Source: an optimization exercise on an open RTL-to-GDS flow (aim: a short achievable clock period and few clock cycles per item). Production flows keep margins and buffers that such runs may drop.
RTL that was checked went through simulation tests only; none was proved equivalent to the original.
The flow treats the clock pin as an ideal source. Dropping or thinning the clock tree relies on that and would not hold on a real chip.
Power and IR drop assume default switching activity.

## P
Design exe_top, start of the top module:
module exe_top (
        input  logic                                clk,
        input  logic                                reset_n,
        input  logic                                in_req_i,
        output logic                                in_ack_o,
        input  logic [31:0]                         instr_i,
        input  logic [exe_pkg::XLEN-1:0]            pc_i,
        input  logic [exe_pkg::XLEN-1:0]            rs1_i,
        input  logic [exe_pkg::XLEN-1:0]            rs2_i,
        output logic                                res_req_o,
        input  logic                                res_ack_i,
        output logic [exe_pkg::REG_ADDR_W-1:0]      rd_addr_o,
        output logic                                write_rd_o,
        output logic [exe_pkg::XLEN-1:0]            result_o,
        output logic                                branch_taken_o,
        output logic [exe_pkg::XLEN-1:0]            branch_target_o
);
Size: ~890 flip-flops, roughly 36000 um^2 of cells after synthesis.
export LEC_CHECK = 0
export ABC_CLOCK_PERIOD_IN_PS = 1500
export CAP_MARGIN = 20
export CORE_MARGIN = 2
export CORE_UTILIZATION = 40
export SETUP_SLACK_MARGIN = 4.7
export SLEW_MARGIN = 20
export TNS_END_PERCENT = 100
create_clock -name core_clock -period 7.0 [get_ports {clk}]
standard.sh (not shown) runs the stock make flow with config.mk's settings and CLKGATE_MAP_FILE= SYNTH_SCRIPT=/design/flow/synth_recipe.tcl, a recipe that flattens the netlist after the stock synthesis.
==> flow/flow/run.sh <==
#!/bin/bash
# The standard layout (standard.sh: ORFS synthesis to final), except
# that the clock tree comes from flow/ctree.tcl, hooked into ORFS's CTS
# step through PRE_CTS_TCL: the clock port feeds four root inverters, each
# root feeds a group of leaf inverters, each leaf about 36 flip-flops.
# Before that, flow/pull.tcl moves each register that drives an output
# port next to the port's buffer.
# standard.sh's own output goes to standard.log in this folder.
set -euo pipefail
here=$(pwd)
export PRE_CTS_TCL="$here/flow/pre_cts.tcl"
bash standard.sh > "$here/standard.log" 2>&1
Other scripts of this flow, unchanged in this note and not shown: flow/flow/ctree.tcl, flow/flow/pre_cts.tcl, flow/flow/pull.tcl
Testbench counts of P, summed over its fixed seeds: cycles 36,072, items 18,000.
The inputs of Q differ from those of P as listed below.
-- flow/design.v --
<<< P, line 40
                ctl_t                    ctl;
                logic                    sub;      
                logic [XLEN-1:0]         x;        
                logic [XLEN-1:0]         yx;       
>>> Q, line 40
                ctl_t                    ctl;
                logic                    sub;      
                logic                    rev;      
                logic [XLEN-1:0]         x;        
                logic [XLEN-1:0]         yx;       
<<< P, line 97
        logic [exe_pkg::XLEN-1:0]   imm_u;
        logic [exe_pkg::XLEN-1:0]   y;
        logic [exe_pkg::XLEN-1:0]   x_rev;
        logic                       is_op;
        logic                       is_op_imm;
>>> Q, line 98
        logic [exe_pkg::XLEN-1:0]   imm_u;
        logic [exe_pkg::XLEN-1:0]   y;
        logic                       is_op;
        logic                       is_op_imm;
<<< P, line 118
                      (funct3[2:1] == 2'b01)));
        always_comb begin
                for (int i = 0; i < 32; i++) begin
                        x_rev[i] = raw_i.rs1[31-i];
                end
        end
        always_comb begin
                rec_o.ctl.is_alu = is_op | is_op_imm;
                rec_o.ctl.is_br  = is_br;
>>> Q, line 118
                      (funct3[2:1] == 2'b01)));
        always_comb begin
                rec_o.ctl.is_alu = is_op | is_op_imm;
                rec_o.ctl.is_br  = is_br;
<<< P, line 131
                rec_o.ctl.rd     = raw_i.instr[11:7];
                rec_o.sub        = sub;
                rec_o.x          = ((is_op | is_op_imm) & (funct3 == exe_pkg::ALU_SLL))
                                   ? x_rev : raw_i.rs1;
                rec_o.yx         = y ^ {32{sub}};
                rec_o.pa         = (is_br | is_auipc) ? raw_i.pc : 32'd0;
>>> Q, line 126
                rec_o.ctl.rd     = raw_i.instr[11:7];
                rec_o.sub        = sub;
                rec_o.rev        = (is_op | is_op_imm) & (funct3 == exe_pkg::ALU_SLL);
                rec_o.x          = raw_i.rs1;
                rec_o.yx         = y ^ {32{sub}};
                rec_o.pa         = (is_br | is_auipc) ? raw_i.pc : 32'd0;
<<< P, line 170
        localparam int C1 = exe_pkg::C1;
        logic [exe_pkg::XLEN-1:0]   x;
        logic [exe_pkg::XLEN-1:0]   y;
        logic [1:0]                 sh_hi;
>>> Q, line 165
        localparam int C1 = exe_pkg::C1;
        logic [exe_pkg::XLEN-1:0]   x;
        logic [exe_pkg::XLEN-1:0]   xs;              
        logic [exe_pkg::XLEN-1:0]   y;
        logic [1:0]                 sh_hi;
<<< P, line 179
        assign sh_hi    = y[4:3];
        assign fill     = rec_i.ctl.alt & rec_i.ctl.funct3[2] & x[31];
        assign is_shift = (rec_i.ctl.funct3[1:0] == 2'b01);
        always_comb begin
                case (sh_hi)
                        2'd0:    sh1 = x;
                        2'd1:    sh1 = {{8{fill}}, x[31:8]};
                        2'd2:    sh1 = {{16{fill}}, x[31:16]};
                        default: sh1 = {{24{fill}}, x[31:24]};
                endcase
        end
>>> Q, line 175
        assign sh_hi    = y[4:3];
        assign fill     = rec_i.ctl.alt & rec_i.ctl.funct3[2] & x[31];
        always_comb begin
                for (int i = 0; i < 32; i++) begin
                        xs[i] = rec_i.rev ? x[31-i] : x[i];
                end
        end
        assign is_shift = (rec_i.ctl.funct3[1:0] == 2'b01);
        always_comb begin
                case (sh_hi)
                        2'd0:    sh1 = xs;
                        2'd1:    sh1 = {{8{fill}}, xs[31:8]};
                        2'd2:    sh1 = {{16{fill}}, xs[31:16]};
                        default: sh1 = {{24{fill}}, xs[31:24]};
                endcase
        end
<<< P, line 318
);
        logic                   v0, v1, v2, v3, v4;
        logic                   done;            
        logic [1:0]             q_v;             
>>> Q, line 319
);
        logic                   v0, v1, v2, v3, v4;
        logic                   ack_n;           
        logic                   req_n;           
        logic                   ack_d;
        logic                   req_d;
        logic                   done;            
        logic [1:0]             q_v;             
<<< P, line 335
        localparam int EX2_W = $bits(s3);
        localparam int EX3_W = $bits(s4);
        always_ff @(posedge clk or negedge reset_n) begin
                if (!reset_n) begin
                        in_ack_o <= 1'b0;
                        v0       <= 1'b0;
                end else begin
                        in_ack_o <= in_ack_o ? in_req_i : (in_req_i & ~v0);
                        v0       <= v0 ? v1 : (in_req_i & ~in_ack_o);
                end
        end
>>> Q, line 340
        localparam int EX2_W = $bits(s3);
        localparam int EX3_W = $bits(s4);
        assign ack_d = in_req_i & (~ack_n | ~v0);
        always_ff @(posedge clk or negedge reset_n) begin
                if (!reset_n) begin
                        in_ack_o <= 1'b0;
                        ack_n    <= 1'b1;
                        v0       <= 1'b0;
                end else begin
                        in_ack_o <= ack_d;
                        ack_n    <= ~ack_d;
                        v0       <= v0 ? v1 : (in_req_i & ack_n);
                end
        end
<<< P, line 410
        );
        assign q_full = q_v[q_wp];
        assign done   = res_req_o & res_ack_i;
        always_ff @(posedge clk or negedge reset_n) begin
                if (!reset_n) begin
>>> Q, line 418
        );
        assign q_full = q_v[q_wp];
        assign done   = ~req_n & res_ack_i;
        assign req_d  = ~res_ack_i & (~req_n | q_v[q_rp]);
        always_ff @(posedge clk or negedge reset_n) begin
                if (!reset_n) begin
<<< P, line 417
                        q_rp      <= 1'b0;
                        res_req_o <= 1'b0;
                end else begin
                        if (v4 && !q_v[0] && !q_wp) begin
>>> Q, line 426
                        q_rp      <= 1'b0;
                        res_req_o <= 1'b0;
                        req_n     <= 1'b1;
                end else begin
                        if (v4 && !q_v[0] && !q_wp) begin
<<< P, line 434
                                q_rp <= ~q_rp;
                        end
                        res_req_o <= res_req_o ? ~res_ack_i : (q_v[q_rp] & ~res_ack_i);
                end
        end
>>> Q, line 444
                                q_rp <= ~q_rp;
                        end
                        res_req_o <= req_d;
                        req_n     <= ~req_d;
                end
        end
Results
Q against P: total power higher; clock power share lower; via count of the first global-routing pass higher; floorplan die area roughly the same.
The first-pass iteration count of the detailed router of P and that of Q are within noise of each other.
P → Q: routed via count up about 2%; synthesized cell count up 16; horizontal die dimension flat; post-layout net count up 0.64%; critical path depth up 4.
Q reports its launch point of the critical path as u_s1.data_o[96]$_DFFE_PN_ while P reports s0[98]$_DFFE_PN_.
In Q the part of the cycle the worst path needs turned out 0.45 points higher than in P.
Compared with P, in Q all-layer global routing usage saw an increase, combinational power share saw an increase.
No functional check of the RTL was part of Q. In every run of this note, the design's own scripts or RTL, not TritonCTS, make the clock network.

* * *

job 9046:
Another version of the RTL of exe_top (not shown whole).
For scale: about 930 flip-flops, about 210 I/O pins, roughly 31000 µm² of cells after synthesis.
Settings: LEC_CHECK=0, ABC_CLOCK_PERIOD_IN_PS=1500, CAP_MARGIN=20, CORE_MARGIN=2, CORE_UTILIZATION=40, SETUP_SLACK_MARGIN=4.9, SLEW_MARGIN=20, TNS_END_PERCENT=100; clock period 7.0 ns.
==> flow/flow/run.sh <==
#!/bin/bash
# The standard layout (standard.sh: ORFS synthesis to final), except
# that the clock tree comes from flow/ctree.tcl, hooked into ORFS's CTS
# step through PRE_CTS_TCL: the clock port feeds four root inverters, each
# root feeds a group of leaf inverters, each leaf about 44 flip-flops.
# Before that, flow/pull.tcl moves each register that drives an output
# port next to the port's buffer.
# standard.sh's own output goes to standard.log in this folder.
set -euo pipefail
here=$(pwd)
export PRE_CTS_TCL="$here/flow/pre_cts.tcl"
bash standard.sh > "$here/standard.log" 2>&1
Other scripts of this flow, unchanged in this note and not shown: flow/flow/ctree.tcl, flow/flow/pre_cts.tcl, flow/flow/pull.tcl
Job 9046: flow completed, timing, DRC and antenna clean
Testbench counts of job 9046, summed over its fixed seeds: cycles 36,072, items 18,000.
What job 9520 does differently from job 9046 at the input level:
--- a/flow/design.v
+++ b/flow/design.v
@@ -20,9 +20,9 @@
         localparam logic [2:0] BR_BGE  = 3'b101;
         localparam logic [2:0] BR_BLTU = 3'b110;
         localparam logic [2:0] BR_BGEU = 3'b111;
         localparam int C1 = 10;
-        localparam int C2 = 21;
+        localparam int C2 = 20;
         typedef struct packed {
                 logic [31:0]             instr;
                 logic [XLEN-1:0]         pc;
                 logic [XLEN-1:0]         rs1;
==> notes.md <==
There was hardly any difference in fmax between job 9046 and job 9520. Going from job 9046 to job 9520, fraction of synthesis flops using an asynchronous set or reset pin saw little to no change, clock group share of total power saw an increase, synthesized cell count saw an increase. Re worst setup slack: job 9046 was higher than job 9520. Looking at fraction of power consumed by combinational cells, job 9520 sits 0.4 points below job 9046. On total power draw: job 9520 sits below job 9046. Comparing job 9520 and job 9046, the higher shortest clock period the worst path allows after layout was measured on job 9520. First-iteration DRC count delta for job 9520 relative to job 9046: 106 lower. Looking at met2 demand-to-capacity share in global routing across job 9520 and job 9046, the one that comes out higher is job 9046. Against job 9046, job 9520 reports a die area that is higher. Count of inserted tapcells across job 9520 and job 9046: no real change. Compared job 9046 against job 9520; switching power share of the total within noise. Sort job 9520 and job 9046 by area fraction in and, or, nand and nor cells after synthesis, ascending, and job 9046 comes first.
Testbench counts of job 9520, summed over its fixed seeds: cycles 36,072, items 18,000.
In every run of this note, the design's own scripts or RTL, not TritonCTS, make the clock network.

## static timing again, ports no longer ideal
How much do the figures lean on ideal ports? The routed layouts below were timed once more, with nothing changed but the port constraints. Step 1: set_driving_cell puts a clkbuf_16 on clk and a buf_2 on each other input, an assumption about the parent block. Step 2 times the ports against the registers' clock, not the clock port: input delays grow and output delays shrink by t, the midpoint of the rising clock arrivals with the driver on. Slacks: no drivers / after step 1 / after step 2; pairs: no drivers / after step 1.
| run | t (ns) | setup slack, ns | worst slew at a driven data input, ns |
|---|---|---|---|
| P | 0.571 | 4.703 / 4.461 / 4.643 | 0.06 |
| Q | 0.569 | 4.671 / 4.458 / 4.510 | 0.07 |
| job 9046 | 0.532 | 4.818 / 4.558 / 4.661 | 0.05 |
| job 9520 | 0.545 | 4.812 / 4.546 / 4.688 | 0.05 |
After both steps setup and hold are still met in every run listed. The setup slack of Q, which loses most, moves by -0.213 ns with the drivers and by -0.161 ns with both steps.
